What follows belongs to an exercise in optimizing a design on an open flow for small area, a short achievable clock period and few clock cycles per item; a production flow would make more cautious choices. At most, simulation tests tie the RTL to the original design; equivalence was not proved. Power figures rest on the tool's default switching activity, not on a simulated workload.

==> flow/design.v <==
module ex_stage_md #(
   parameter int WIDTH   = 32,
   parameter int SHAMT_W = 5,
   parameter int REG_W   = 5,
   parameter int CTRL_W  = 10
) (
   input  logic              clk,
   input  logic              rst_n,
   input  logic              in_valid,
   input  logic [WIDTH-1:0]  a_operand,
   input  logic [WIDTH-1:0]  b_operand,
   input  logic [WIDTH-1:0]  imm_ext,
   input  logic [WIDTH-1:0]  pc_plus4,
   input  logic [WIDTH-1:0]  fwd_mem,
   input  logic [WIDTH-1:0]  fwd_wb,
   input  logic [1:0]        fwd_a_sel,
   input  logic [1:0]        fwd_b_sel,
   input  logic              alu_src,
   input  logic              reg_dest,
   input  logic [REG_W-1:0]  dest_rd,
   input  logic [REG_W-1:0]  dest_rt,
   input  logic [4:0]        alu_sel,
   input  logic [CTRL_W-1:0] ctrl_in,
   input  logic              stall_in,
   output logic [WIDTH-1:0]  alu_out,
   output logic [WIDTH-1:0]  data_to_write,
   output logic [REG_W-1:0]  reg_to_write,
   output logic [WIDTH-1:0]  pc_plus4_o,
   output logic [CTRL_W-1:0] ctrl_out,
   output logic              out_valid,
   output logic              md_busy,
   output logic              md_stall,
   output logic [REG_W-1:0]  dest_hz
);
   localparam int MUL_K = 4;
   localparam int MUL_N = WIDTH / MUL_K;
   localparam logic [4:0] OP_ADD   = 5'd6;
   localparam logic [4:0] OP_SUB   = 5'd7;
   localparam logic [4:0] OP_AND   = 5'd8;
   localparam logic [4:0] OP_OR    = 5'd9;
   localparam logic [4:0] OP_XOR   = 5'd10;
   localparam logic [4:0] OP_NOR   = 5'd11;
   localparam logic [4:0] OP_SLT   = 5'd12;
   localparam logic [4:0] OP_LUI   = 5'd13;
   localparam logic [4:0] OP_LINK  = 5'd14;
   localparam logic [4:0] OP_SLTU  = 5'd15;
   localparam logic [4:0] OP_MULT  = 5'd16;
   localparam logic [4:0] OP_DIV   = 5'd18;
   localparam logic [4:0] OP_DIVU  = 5'd19;
   localparam logic [4:0] OP_MFHI  = 5'd20;
   localparam logic [4:0] OP_MFLO  = 5'd21;
   logic [WIDTH-1:0] src_a, src_b, op_b;
   always_comb begin
      src_a = a_operand;
      if (fwd_a_sel[1])      src_a = fwd_mem;
      else if (fwd_a_sel[0]) src_a = fwd_wb;
      src_b = b_operand;
      if (fwd_b_sel[1])      src_b = fwd_mem;
      else if (fwd_b_sel[0]) src_b = fwd_wb;
      op_b = alu_src ? imm_ext : src_b;
   end
   logic [REG_W-1:0] dest;
   assign dest = (alu_sel == OP_LINK) ? '1 : (reg_dest ? dest_rd : dest_rt);
   logic             sh_var, sh_left, sh_arith;
   logic [4:0]       shamt;
   logic             sh_fill;
   logic [WIDTH-1:0] sh_in, sh_tmp, sh_rev, sh_res;
   always_comb begin
      sh_var   = (alu_sel == 5'd3) || (alu_sel == 5'd4) || (alu_sel == 5'd5);
      sh_left  = (alu_sel == 5'd0) || (alu_sel == 5'd3) || (alu_sel == OP_LUI);
      sh_arith = (alu_sel == 5'd2) || (alu_sel == 5'd5);
      if (alu_sel == OP_LUI) shamt = 5'd16;
      else if (sh_var)       shamt = src_a[4:0];
      else                   shamt = imm_ext[10:6];
      for (int i = 0; i < WIDTH; i++) sh_rev[i] = op_b[WIDTH-1-i];
      sh_fill = sh_arith & op_b[WIDTH-1];
      sh_in   = sh_left ? sh_rev : op_b;
      for (int k = 0; k < 5; k++) begin
         for (int i = 0; i < WIDTH; i++)
            sh_tmp[i] = (i + (1 << k) < WIDTH) ? sh_in[(i + (1 << k)) % WIDTH] : sh_fill;
         if (shamt[k]) sh_in = sh_tmp;
      end
      for (int i = 0; i < WIDTH; i++) sh_rev[i] = sh_in[WIDTH-1-i];
      sh_res = sh_left ? sh_rev : sh_in;
   end
   logic             mf_rd, md_code, add_alt, do_sub, add_cin, lt_s, lt_u;
   logic [WIDTH-1:0] hi_q, lo_q, add_a, add_b, alu_res;
   logic [WIDTH:0]   addsub;
   logic             is_div_q, neg_lo_q, neg_hi_q;
   always_comb begin
      mf_rd   = (alu_sel == OP_MFHI) || (alu_sel == OP_MFLO);
      md_code = (alu_sel[4:2] == 3'b100);
      add_alt = mf_rd | md_code;
      add_a   = add_alt ? '0 : src_a;
      if (mf_rd)        add_b = alu_sel[0] ? lo_q : hi_q;
      else if (md_code) add_b = src_a;
      else              add_b = op_b;
      if (mf_rd)        do_sub = alu_sel[0] ? neg_lo_q : neg_hi_q;
      else              do_sub = (alu_sel != OP_ADD);
      add_cin = do_sub & ~(mf_rd & ~alu_sel[0] & ~is_div_q & (lo_q != '0));
      addsub  = {1'b0, add_a} + {1'b0, do_sub ? ~add_b : add_b} + {{WIDTH{1'b0}}, add_cin};
      lt_u    = ~addsub[WIDTH];
      lt_s    = (src_a[WIDTH-1] ^ op_b[WIDTH-1]) ? src_a[WIDTH-1] : addsub[WIDTH-1];
   end
   always_comb begin
      case (alu_sel)
         5'd0, 5'd1, 5'd2, 5'd3, 5'd4, 5'd5, OP_LUI:
                  alu_res = sh_res;
         OP_ADD, OP_SUB, OP_MFHI, OP_MFLO:
                  alu_res = addsub[WIDTH-1:0];
         OP_AND:  alu_res = src_a & op_b;
         OP_OR:   alu_res = src_a | op_b;
         OP_XOR:  alu_res = src_a ^ op_b;
         OP_NOR:  alu_res = ~(src_a | op_b);
         OP_SLT:  alu_res = {{(WIDTH-1){1'b0}}, lt_s};
         OP_SLTU: alu_res = {{(WIDTH-1){1'b0}}, lt_u};
         OP_LINK: alu_res = pc_plus4;
         default: alu_res = '0;
      endcase
   end
   logic busy_q, is_md_op, is_md_any, md_stall_w, accept, md_start;
   assign is_md_op   = (alu_sel[4:2] == 3'b100);
   assign is_md_any  = is_md_op || (alu_sel == OP_MFHI) || (alu_sel == OP_MFLO);
   assign md_stall_w = in_valid & busy_q & is_md_any;
   assign accept     = in_valid & ~md_stall_w & ~stall_in;
   assign md_start   = accept & is_md_op;
   logic [WIDTH-1:0]  alu_out_q, data_q, pc_q;
   logic [REG_W-1:0]  reg_q;
   logic [CTRL_W-1:0] ctrl_q;
   logic              vld_q;
   always_ff @(posedge clk or negedge rst_n) begin
      if (!rst_n) begin
         ctrl_q <= '0;
         vld_q  <= 1'b0;
      end else if (!stall_in) begin
         ctrl_q <= accept ? ctrl_in : '0;
         vld_q  <= accept;
      end
   end
   always_ff @(posedge clk) begin
      if (!stall_in) begin
         alu_out_q <= alu_res;
         data_q    <= src_b;
         reg_q     <= dest;
         pc_q      <= pc_plus4;
      end
   end
   localparam int SKIP = 8;
   logic [WIDTH-1:0] md_q;
   logic [5:0]       cnt_q;
   logic             sgn_q;
   logic             signed_op, start_div, a_neg, b_neg, b_zero;
   logic [WIDTH-1:0] a_mag;
   assign signed_op = (alu_sel == OP_MULT) || (alu_sel == OP_DIV);
   assign start_div = (alu_sel == OP_DIV) || (alu_sel == OP_DIVU);
   assign a_neg     = signed_op & src_a[WIDTH-1];
   assign b_neg     = signed_op & src_b[WIDTH-1];
   assign b_zero    = (src_b == '0);
   assign a_mag     = a_neg ? addsub[WIDTH-1:0] : src_a;
   logic                   hi_ext, md_ext;
   logic [WIDTH+MUL_K:0]   mul_t;
   logic [WIDTH-1:0]       mul_hi, mul_lo;
   always_comb begin
      hi_ext = sgn_q & hi_q[WIDTH-1];
      md_ext = sgn_q & md_q[WIDTH-1];
      mul_t  = {{MUL_K{hi_ext}}, hi_ext, hi_q};
      for (int i = 0; i < MUL_K; i++)
         mul_t = mul_t + (({{(MUL_K+1){md_ext}}, md_q} & {(WIDTH+MUL_K+1){lo_q[i]}}) << i);
      mul_hi = mul_t[WIDTH+MUL_K-1:MUL_K];
      mul_lo = {mul_t[MUL_K-1:0], lo_q[WIDTH-1:MUL_K]};
   end
   logic             d_pos;
   logic [WIDTH-1:0] d_x;
   assign d_pos = ~(sgn_q & md_q[WIDTH-1]);
   assign d_x   = md_q ^ {WIDTH{d_pos}};
   function automatic logic below_d(input logic [WIDTH-1:0] v);
      logic [WIDTH+1:0] t;
      t = {1'b0, v, 1'b1} + {1'b1, d_x, d_pos};
      below_d = t[WIDTH+1];
   endfunction
   logic [WIDTH:0]   div_s1;
   logic [WIDTH+1:0] div_s2;
   logic [WIDTH+2:0] div_t1, div_t2;
   logic             div_ge1, div_ge2, div_two;
   always_comb begin
      div_s1  = {hi_q, lo_q[WIDTH-1]};
      div_s2  = {hi_q, lo_q[WIDTH-1 -: 2]};
      div_t1  = {1'b0, div_s1, 1'b1} + {2'b11, d_x, d_pos};
      div_t2  = {div_s2, 1'b1} + {2'b11, d_x, d_pos};
      div_ge1 = ~div_t1[WIDTH+2];
      div_ge2 = ~div_t2[WIDTH+2];
      div_two = ~div_ge1 & (cnt_q >= 6'd2);
   end
   logic skip;
   assign skip = (hi_q[WIDTH-1 -: SKIP] == '0)
               && below_d({hi_q[WIDTH-SKIP-1:0], lo_q[WIDTH-1 -: SKIP]})
               && (cnt_q >= 6'(SKIP));
   logic [5:0] md_take, cnt_next;
   always_comb begin
      if (!is_div_q)    md_take = 6'd1;
      else if (skip)    md_take = 6'(SKIP);
      else if (div_two) md_take = 6'd2;
      else              md_take = 6'd1;
      cnt_next = cnt_q - md_take;
   end
   always_ff @(posedge clk or negedge rst_n) begin
      if (!rst_n) begin
         hi_q     <= '0;
         lo_q     <= '0;
         busy_q   <= 1'b0;
         neg_lo_q <= 1'b0;
         neg_hi_q <= 1'b0;
      end else if (md_start) begin
         hi_q     <= '0;
         lo_q     <= a_mag;
         busy_q   <= 1'b1;
         neg_lo_q <= start_div ? ((a_neg ^ b_neg) & ~b_zero) : a_neg;
         neg_hi_q <= a_neg;
      end else if (busy_q) begin
         if (!is_div_q) begin
            hi_q  <= mul_hi;
            lo_q  <= mul_lo;
         end else if (skip) begin
            hi_q  <= {hi_q[WIDTH-SKIP-1:0], lo_q[WIDTH-1 -: SKIP]};
            lo_q  <= {lo_q[WIDTH-SKIP-1:0], {SKIP{1'b0}}};
         end else if (div_ge1) begin
            hi_q  <= div_t1[WIDTH:1];
            lo_q  <= {lo_q[WIDTH-2:0], 1'b1};
         end else if (div_two) begin
            hi_q  <= div_ge2 ? div_t2[WIDTH:1] : div_s2[WIDTH-1:0];
            lo_q  <= {lo_q[WIDTH-3:0], 1'b0, div_ge2};
         end else begin
            hi_q  <= div_s1[WIDTH-1:0];
            lo_q  <= {lo_q[WIDTH-2:0], 1'b0};
         end
         if (cnt_next == 6'd0) busy_q <= 1'b0;
      end
   end
   always_ff @(posedge clk) begin
      if (md_start) begin
         md_q     <= src_b;
         cnt_q    <= start_div ? 6'(WIDTH) : 6'(MUL_N);
         is_div_q <= start_div;
         sgn_q    <= signed_op;
      end else if (busy_q) begin
         cnt_q    <= cnt_next;
      end
   end
   assign alu_out       = alu_out_q;
   assign data_to_write = data_q;
   assign reg_to_write  = reg_q;
   assign pc_plus4_o    = pc_q;
   assign ctrl_out      = ctrl_q;
   assign out_valid     = vld_q;
   assign md_busy       = busy_q;
   assign md_stall      = md_stall_w;
   assign dest_hz       = dest;
endmodule
export LEC_CHECK = 0
export ABC_CLOCK_PERIOD_IN_PS = 4500
export CAP_MARGIN = 20
export CORE_MARGIN = 2
export CORE_UTILIZATION = 40
export SETUP_SLACK_MARGIN = 2.5
export SLEW_MARGIN = 20
create_clock -name core_clock -period 7.0 [get_ports {clk}]
run.sh (not shown) runs the stock make flow with config.mk's settings and CLKGATE_MAP_FILE= SYNTH_SCRIPT=/design/flow/synth_recipe.tcl, a recipe that flattens the netlist after the stock synthesis.
The baseline finished clean.
Testbench counts at the start, summed over its fixed seeds: cycles 3,876, items 3,200.
Then changed:
--- a/flow/design.v
+++ b/flow/design.v
@@ -31,10 +31,8 @@
    output logic              md_busy,
    output logic              md_stall,
    output logic [REG_W-1:0]  dest_hz
 );
-   localparam int MUL_K = 4;
-   localparam int MUL_N = WIDTH / MUL_K;
    localparam logic [4:0] OP_ADD   = 5'd6;
    localparam logic [4:0] OP_SUB   = 5'd7;
    localparam logic [4:0] OP_AND   = 5'd8;
    localparam logic [4:0] OP_OR    = 5'd9;
@@ -85,20 +83,23 @@
    end
    logic             mf_rd, md_code, add_alt, do_sub, add_cin, lt_s, lt_u;
    logic [WIDTH-1:0] hi_q, lo_q, add_a, add_b, alu_res;
    logic [WIDTH:0]   addsub;
-   logic             is_div_q, neg_lo_q, neg_hi_q;
+   logic             is_div_q, neg_lo_q, neg_hi_q, corr_q;
+   logic [WIDTH-1:0] md_q;
    always_comb begin
       mf_rd   = (alu_sel == OP_MFHI) || (alu_sel == OP_MFLO);
       md_code = (alu_sel[4:2] == 3'b100);
       add_alt = mf_rd | md_code;
-      add_a   = add_alt ? '0 : src_a;
+      if (!add_alt)     add_a = src_a;
+      else if (mf_rd & ~alu_sel[0] & corr_q) add_a = md_q;
+      else              add_a = '0;
       if (mf_rd)        add_b = alu_sel[0] ? lo_q : hi_q;
       else if (md_code) add_b = src_a;
       else              add_b = op_b;
       if (mf_rd)        do_sub = alu_sel[0] ? neg_lo_q : neg_hi_q;
       else              do_sub = (alu_sel != OP_ADD);
-      add_cin = do_sub & ~(mf_rd & ~alu_sel[0] & ~is_div_q & (lo_q != '0));
+      add_cin = do_sub;
       addsub  = {1'b0, add_a} + {1'b0, do_sub ? ~add_b : add_b} + {{WIDTH{1'b0}}, add_cin};
       lt_u    = ~addsub[WIDTH];
       lt_s    = (src_a[WIDTH-1] ^ op_b[WIDTH-1]) ? src_a[WIDTH-1] : addsub[WIDTH-1];
    end
@@ -145,30 +146,39 @@
          pc_q      <= pc_plus4;
       end
    end
    localparam int SKIP = 8;
-   logic [WIDTH-1:0] md_q;
    logic [5:0]       cnt_q;
    logic             sgn_q;
    logic             signed_op, start_div, a_neg, b_neg, b_zero;
    logic [WIDTH-1:0] a_mag;
    assign signed_op = (alu_sel == OP_MULT) || (alu_sel == OP_DIV);
    assign start_div = (alu_sel == OP_DIV) || (alu_sel == OP_DIVU);
-   assign a_neg     = signed_op & src_a[WIDTH-1];
+   assign a_neg     = start_div & signed_op & src_a[WIDTH-1];
    assign b_neg     = signed_op & src_b[WIDTH-1];
    assign b_zero    = (src_b == '0);
    assign a_mag     = a_neg ? addsub[WIDTH-1:0] : src_a;
-   logic                   hi_ext, md_ext;
-   logic [WIDTH+MUL_K:0]   mul_t;
-   logic [WIDTH-1:0]       mul_hi, mul_lo;
-   always_comb begin
-      hi_ext = sgn_q & hi_q[WIDTH-1];
-      md_ext = sgn_q & md_q[WIDTH-1];
-      mul_t  = {{MUL_K{hi_ext}}, hi_ext, hi_q};
-      for (int i = 0; i < MUL_K; i++)
-         mul_t = mul_t + (({{(MUL_K+1){md_ext}}, md_q} & {(WIDTH+MUL_K+1){lo_q[i]}}) << i);
-      mul_hi = mul_t[WIDTH+MUL_K-1:MUL_K];
-      mul_lo = {mul_t[MUL_K-1:0], lo_q[WIDTH-1:MUL_K]};
+   logic                 bprev_q, m_ext;
+   logic [WIDTH+1:0]     m_x;
+   logic [WIDTH+5:0]     mul_t;
+   logic [WIDTH-1:0]     mul_hi, mul_lo;
+   function automatic logic [WIDTH+5:0] booth_pp(input logic [2:0] b, input logic [WIDTH+1:0] m);
+      logic [WIDTH+2:0] x;
+      if (b[1] ^ b[0])                        x = {m[WIDTH+1], m};
+      else if (b[2] != b[1])                  x = {m, 1'b0};
+      else                                    x = '0;
+      booth_pp = {{3{x[WIDTH+2] ^ b[2]}}, x ^ {(WIDTH+3){b[2]}}};
+   endfunction
+   always_comb begin
+      m_ext  = sgn_q & md_q[WIDTH-1];
+      m_x    = {m_ext, m_ext, md_q};
+      mul_t  = {{6{hi_q[WIDTH-1]}}, hi_q}
+             + booth_pp({lo_q[1:0], bprev_q}, m_x)
+             + (booth_pp(lo_q[3:1], m_x) << 2)
+             + (WIDTH+6)'(lo_q[1])
+             + ((WIDTH+6)'(lo_q[3]) << 2);
+      mul_hi = mul_t[WIDTH+3:4];
+      mul_lo = {mul_t[3:0], lo_q[WIDTH-1:4]};
    end
    logic             d_pos;
    logic [WIDTH-1:0] d_x;
    assign d_pos = ~(sgn_q & md_q[WIDTH-1]);
@@ -209,14 +219,16 @@
          lo_q     <= '0;
          busy_q   <= 1'b0;
          neg_lo_q <= 1'b0;
          neg_hi_q <= 1'b0;
+         corr_q   <= 1'b0;
       end else if (md_start) begin
          hi_q     <= '0;
          lo_q     <= a_mag;
          busy_q   <= 1'b1;
-         neg_lo_q <= start_div ? ((a_neg ^ b_neg) & ~b_zero) : a_neg;
+         neg_lo_q <= start_div & (a_neg ^ b_neg) & ~b_zero;
          neg_hi_q <= a_neg;
+         corr_q   <= ~start_div & ~signed_op & src_a[WIDTH-1];
       end else if (busy_q) begin
          if (!is_div_q) begin
             hi_q  <= mul_hi;
             lo_q  <= mul_lo;
@@ -238,13 +250,15 @@
    end
    always_ff @(posedge clk) begin
       if (md_start) begin
          md_q     <= src_b;
-         cnt_q    <= start_div ? 6'(WIDTH) : 6'(MUL_N);
+         bprev_q  <= 1'b0;
+         cnt_q    <= start_div ? 6'(WIDTH) : 6'(WIDTH / 4);
          is_div_q <= start_div;
          sgn_q    <= signed_op;
       end else if (busy_q) begin
          cnt_q    <= cnt_next;
+         bprev_q  <= lo_q[3];
       end
    end
    assign alu_out       = alu_out_q;
    assign data_to_write = data_q;
=> Cell area increases by a few percent; worst setup slack is better by 96 ps; die area stays flat; power goes up by about a fifth; clock-buffer cell count climbs by 5; worst hold slack barely changes.
For the second run of this note, only the layout was checked, not whether the RTL still works.

static timing again, ports no longer ideal:
How much do the figures lean on ideal ports? The routed layouts below were timed once more, with nothing changed but the port constraints. Step 1 assumes that a clkbuf_16 drives the clock port and a buf_2 every other input. Step 2 also shifts input and output timing later by t, the mid clock arrival at the registers, as if the neighbouring blocks saw the same clock. a / b / c = ideal ports / drivers / drivers and shift; a / b = the first two.
run	t (ns)	slack for setup (ns)	cell pins on the clock port's net
the first run	0.676	1.978 / 1.874 / 1.198	1
the second run	0.673	2.074 / 1.982 / 1.308	1
After both steps setup and hold are still met in every run listed. The setup slack of the first run, which loses most, moves by -0.104 ns with the drivers and by -0.780 ns with both steps.
